From an optimization exercise on the open Yosys and OpenROAD flow, aimed at small area; shortcuts taken in it are not production practice. Only simulation tests tie the RTL to the original design; equivalence was not proved. No driver is modelled on the clock port, so clocking that relies on it looks cheaper here than on a real chip. Power figures rest on the tool's default switching activity, not on a simulated workload.

==> flow/design.v <==
`default_nettype none
package bdar_pkg;
  localparam int NUM_BUTTONS_DEF = 6;
  localparam int CNT_W           = 16;
  localparam int CFG_W           = 16;
  localparam int CFG_IDX_W       = 2;
  localparam logic [CNT_W-1:0] DEBOUNCE_RST = 16'd50;
  localparam logic [CNT_W-1:0] DELAY_RST    = 16'd300;
  localparam logic [CNT_W-1:0] INTERVAL_RST = 16'd300;
  typedef enum logic [CFG_IDX_W-1:0] {
    CFG_DEBOUNCE = 2'd0,
    CFG_DELAY    = 2'd1,
    CFG_INTERVAL = 2'd2
  } cfg_reg_e;
endpackage
`default_nettype wire
`default_nettype none
module bdar_cmp2 (
  input  wire logic [1:0] a_i,
  input  wire logic [1:0] b_i,
  input  wire logic       c_i,
  output logic            y_o
);
  logic c1;
  assign c1  = (a_i[0] & b_i[0]) | (c_i & (a_i[0] | b_i[0]));
  assign y_o = (a_i[1] & b_i[1]) | (c1 & (a_i[1] | b_i[1]));
endmodule
module bdar_cmp_lo (
  input  wire logic [1:0] a_i,
  input  wire logic [1:0] b_i,
  output logic            y_o
);
  logic c1;
  assign c1  = a_i[0] | b_i[0];
  assign y_o = (a_i[1] & b_i[1]) | (c1 & (a_i[1] | b_i[1]));
endmodule
module bdar_cnt_bit #(
  parameter bit ONE = 1'b0
) (
  input  wire logic s_i,
  input  wire logic k_i,
  input  wire logic clr_i,
  output logic      d_o,
  output logic      k_o
);
  logic sum;
  assign {k_o, sum} = {1'b0, s_i} + {1'b0, k_i};
  assign d_o = clr_i ? ONE : sum;
endmodule
`default_nettype wire
`default_nettype none
module bdar_mux2 (
  input  wire logic s_i,
  input  wire logic a_i,
  input  wire logic b_i,
  output logic      y_o
);
  assign y_o = s_i ? a_i : b_i;
endmodule
`default_nettype wire
`default_nettype none
module button_debounce_auto_repeat (
  input  wire logic        clk_i,
  input  wire logic        rst_ni,
  input  wire logic        cfg_we_i,
  input  wire logic [1:0]  cfg_idx_i,
  input  wire logic [15:0] cfg_data_i,
  input  wire logic        tick_valid_i,
  output logic             tick_ready_o,
  input  wire logic [5:0]  tick_raw_buttons_i,
  output logic             evt_valid_o,
  input  wire logic        evt_ready_i,
  output logic [2:0]       evt_button_index_o,
  output logic             evt_event_kind_o,
  output logic             evt_last_event_o
);
  localparam int NUM_BUTTONS = bdar_pkg::NUM_BUTTONS_DEF;
  localparam int IDX_W = (NUM_BUTTONS > 1) ? $clog2(NUM_BUTTONS) : 1;
  logic [15:0]            deb_n_q, del_n_q, int_n_q;
  logic [15:0]            deb_n_d, del_n_d, int_n_d;
  logic [15:0]            data_n;
  logic                   we_deb, we_del, we_int;
  logic                   del_zero;
  assign data_n = ~cfg_data_i;
  assign we_deb = cfg_we_i && (cfg_idx_i == bdar_pkg::CFG_DEBOUNCE);
  assign we_del = cfg_we_i && (cfg_idx_i == bdar_pkg::CFG_DELAY);
  assign we_int = cfg_we_i && (cfg_idx_i == bdar_pkg::CFG_INTERVAL);
  for (genvar i = 0; i < 16; i++) begin : g_cfg
    bdar_mux2 u_deb (.s_i(we_deb), .a_i(data_n[i]), .b_i(deb_n_q[i]), .y_o(deb_n_d[i]));
    bdar_mux2 u_del (.s_i(we_del), .a_i(data_n[i]), .b_i(del_n_q[i]), .y_o(del_n_d[i]));
    bdar_mux2 u_int (.s_i(we_int), .a_i(data_n[i]), .b_i(int_n_q[i]), .y_o(int_n_d[i]));
  end
  always_ff @(posedge clk_i or negedge rst_ni) begin
    if (!rst_ni) begin
      deb_n_q <= ~bdar_pkg::DEBOUNCE_RST;
      del_n_q <= ~bdar_pkg::DELAY_RST;
      int_n_q <= ~bdar_pkg::INTERVAL_RST;
    end else begin
      deb_n_q <= deb_n_d;
      del_n_q <= del_n_d;
      int_n_q <= int_n_d;
    end
  end
  assign del_zero = &del_n_q;
  logic                   tick_acc;
  logic [NUM_BUTTONS-1:0] ev;
  logic [NUM_BUTTONS-1:0] stable;
  for (genvar g = 0; g < NUM_BUTTONS; g++) begin : g_lane
    logic        press_q, rep_q, rep_d;
    logic [15:0] s_q, s_d;
    logic [16:0] k;
    logic [8:1]  c_deb, c_del, c_int;
    logic        ge_deb, ge_del, ge_int;
    logic        chg, clr, sat, tclr;
    bdar_cmp_lo u_deb0 (.a_i(s_q[1:0]), .b_i(deb_n_q[1:0]), .y_o(c_deb[1]));
    bdar_cmp_lo u_del0 (.a_i(s_q[1:0]), .b_i(del_n_q[1:0]), .y_o(c_del[1]));
    bdar_cmp_lo u_int0 (.a_i(s_q[1:0]), .b_i(int_n_q[1:0]), .y_o(c_int[1]));
    for (genvar i = 1; i < 8; i++) begin : g_cmp
      bdar_cmp2 u_deb (.a_i(s_q[2*i+1:2*i]), .b_i(deb_n_q[2*i+1:2*i]), .c_i(c_deb[i]), .y_o(c_deb[i+1]));
      bdar_cmp2 u_del (.a_i(s_q[2*i+1:2*i]), .b_i(del_n_q[2*i+1:2*i]), .c_i(c_del[i]), .y_o(c_del[i+1]));
      bdar_cmp2 u_int (.a_i(s_q[2*i+1:2*i]), .b_i(int_n_q[2*i+1:2*i]), .c_i(c_int[i]), .y_o(c_int[i+1]));
    end
    assign ge_deb = c_deb[8];
    assign ge_del = c_del[8];
    assign ge_int = c_int[8];
    always_comb begin
      chg = (tick_raw_buttons_i[g] ~^ press_q) & ge_deb;
      if (!press_q) begin
        rep_d = chg & del_zero;
        clr   = chg;
        ev[g] = chg;
      end else begin
        rep_d = ~chg & (rep_q | ge_del);
        clr   = chg | (rep_q ? ge_int : ge_del);
        ev[g] = chg | (rep_q & ge_int);
      end
      sat  = &s_q;
      tclr = tick_acc & clr;
    end
    assign k[0] = tick_acc & ~sat;
    for (genvar i = 0; i < 16; i++) begin : g_cnt
      bdar_cnt_bit #(.ONE(i == 0)) u_bit (
        .s_i   (s_q[i]),
        .k_i   (k[i]),
        .clr_i (tclr),
        .d_o   (s_d[i]),
        .k_o   (k[i+1])
      );
    end
    always_ff @(posedge clk_i or negedge rst_ni) begin
      if (!rst_ni) begin
        press_q  <= 1'b0;
        rep_q    <= 1'b0;
      end else if (tick_acc) begin
        press_q  <= press_q ^ chg;
        rep_q    <= rep_d;
      end
    end
    always_ff @(posedge clk_i or negedge rst_ni) begin
      if (!rst_ni) begin
        s_q <= 16'd1;
      end else begin
        s_q <= s_d;
      end
    end
    assign stable[g] = ~press_q;
  end
  logic [NUM_BUTTONS-1:0] pend_q, pend_d;
  logic [NUM_BUTTONS-1:0] rest;
  logic [IDX_W-1:0]       sel_idx;
  logic                   sel_kind;
  logic                   found;
  logic                   out_valid_q;
  logic [IDX_W-1:0]       out_idx_q;
  logic                   out_kind_q;
  logic                   out_last_q;
  logic                   out_load;
  logic                   any;
  always_comb begin
    sel_idx  = '0;
    sel_kind = 1'b0;
    found    = 1'b0;
    rest     = pend_q;
    for (int i = 0; i < NUM_BUTTONS; i++) begin
      if (pend_q[i] && !found) begin
        sel_idx  = IDX_W'(i);
        sel_kind = stable[i];
        rest[i]  = 1'b0;
        found    = 1'b1;
      end
    end
    any          = |pend_q;
    out_load     = any && (!out_valid_q || evt_ready_i);
    tick_ready_o = !any || (out_load && (rest == '0));
    tick_acc     = tick_valid_i && tick_ready_o;
    pend_d       = tick_acc ? ev : (out_load ? rest : pend_q);
  end
  always_ff @(posedge clk_i or negedge rst_ni) begin
    if (!rst_ni) begin
      pend_q      <= '0;
      out_valid_q <= 1'b0;
    end else begin
      pend_q      <= pend_d;
      out_valid_q <= out_load | (out_valid_q & ~evt_ready_i);
    end
  end
  always_ff @(posedge clk_i) begin
    if (out_load) begin
      out_idx_q  <= sel_idx;
      out_kind_q <= sel_kind;
      out_last_q <= (rest == '0);
    end
  end
  assign evt_valid_o        = out_valid_q;
  assign evt_button_index_o = out_idx_q;
  assign evt_event_kind_o   = out_kind_q;
  assign evt_last_event_o   = out_last_q;
endmodule
`default_nettype wire
export LEC_CHECK = 0
export CAP_MARGIN = 20
export CORE_MARGIN = 2
export CORE_UTILIZATION = 60
export SLEW_MARGIN = 20
export SYNTH_HIERARCHICAL = 1
create_clock -name core_clock -period 8.0 [get_ports {clk_i}]
standard.sh (not shown) runs the stock make flow with config.mk's settings and CLKGATE_MAP_FILE= SYNTH_SCRIPT=/design/flow/synth_recipe.tcl, a recipe that flattens the netlist after the stock synthesis.
==> flow/flow/run.sh <==
#!/bin/bash
# The standard layout, with four changes: every cell goes to its smallest
# drive strength after floorplanning (downsize.tcl), the ports get buf_1
# buffers, CTS uses clkbuf_8 without dummy loads, and after CTS each clock
# buffer goes to the smallest clkbuf that keeps the register clock-pin slew
# under 112 ps (clkdown.tcl).
set -euo pipefail
here=$(pwd)
export POST_FLOORPLAN_TCL="$here/flow/downsize.tcl"
export POST_CTS_TCL="$here/flow/clkdown.tcl"
export BUFFER_PORTS_ARGS="-buffer_cell sky130_fd_sc_hd__buf_1"
export CTS_ARGS="-sink_clustering_enable -repair_clock_nets -buf_list sky130_fd_sc_hd__clkbuf_8 -sink_clustering_size 50 -sink_clustering_max_diameter 100 -dont_use_dummy_load"
bash standard.sh finish > "$here/standard_flow.log" 2>&1
==> flow/flow/clkdown.tcl <==
# Run after CTS (POST_CTS_TCL). Give each clock buffer the smallest of the clkbuf cells that keeps the
# slew at every register clock pin under the limit (placement estimate).
proc my_clk_pin_slew { } {
  set worst 0.0
  foreach p [get_pins -hierarchical */CLK] {
    set s [get_property $p slew_max]
    if { $s > $worst } { set worst $s }
  }
  return $worst
}
proc my_downsize_clock { limit sizes } {
  set db [ord::get_db]
  set block [ord::get_db_block]
  set n 0
  foreach inst [$block getInsts] {
    if { ![string match "clkbuf_*" [$inst getName]] } { continue }
    set orig [$inst getMaster]
    foreach sz $sizes {
      set m [$db findMaster "sky130_fd_sc_hd__clkbuf_$sz"]
      if { [$m getWidth] >= [[$inst getMaster] getWidth] } { continue }
      $inst swapMaster $m
      estimate_parasitics -placement
      if { [my_clk_pin_slew] > $limit } {
        $inst swapMaster $orig
        estimate_parasitics -placement
      } else {
        set orig $m
        incr n
      }
    }
  }
  puts "downsize_clock: $n swaps, worst clock pin slew [my_clk_pin_slew]"
}

estimate_parasitics -placement
my_downsize_clock 0.112 {4 2 1}
Other scripts of this flow, unchanged in this note and not shown: flow/flow/downsize.tcl
==> next run, changes <==
==> flow/flow/run.sh (replaced) <==
#!/bin/bash
# The standard layout, with three changes: every cell goes to its smallest
# drive strength after floorplanning (downsize.tcl), the ports get buf_1
# buffers, and CTS uses clkbuf_8 in large clusters without dummy loads.
set -euo pipefail
here=$(pwd)
export POST_FLOORPLAN_TCL="$here/flow/downsize.tcl"
export BUFFER_PORTS_ARGS="-buffer_cell sky130_fd_sc_hd__buf_1"
export CTS_ARGS="-sink_clustering_enable -repair_clock_nets -buf_list sky130_fd_sc_hd__clkbuf_8 -sink_clustering_size 50 -sink_clustering_max_diameter 100 -dont_use_dummy_load"
bash standard.sh finish > "$here/standard_flow.log" 2>&1
removed: flow/flow/clkdown.tcl
=> Worst hold slack gets better by 9.8 ps. Global-route usage is about the same. Cell area went up slightly. Die area is unchanged. Critical path depth stays the same. Routed wire length falls slightly. Sequential share of layout area drops by 0.13 points. Total power grows slightly.

## re-timing with driven ports
In the flow no input, the clock included, has a driving cell. The finished layouts below were timed again as built, in two steps. Step 1 sets driving cells, clkbuf_16 on the clock port and buf_2 on the other inputs (assumed; they add their load-dependent delay and slew). Step 2 also shifts input and output timing later by t, the mid clock arrival at the registers, as if the neighbouring blocks saw the same clock. Slacks: ideal ports / drivers / drivers and shift; pairs: ideal ports / drivers.
run | shift t [ns] | slack for setup (ns) | worst register clock-pin slew, ns | worst data-port slew with drivers (ns) | pins driven straight from the clock port
the first run | 0.808 | 2.325 / 2.343 / 1.535 | 0.11 / 0.11 | 0.04 | 1
the second run | 0.487 | 2.018 / 2.039 / 1.551 | 0.10 / 0.10 | 0.04 | 1
After both steps setup and hold are still met in every run listed. The setup slack of the first run, which loses most, moves by +0.018 ns with the drivers and by -0.790 ns with both steps.
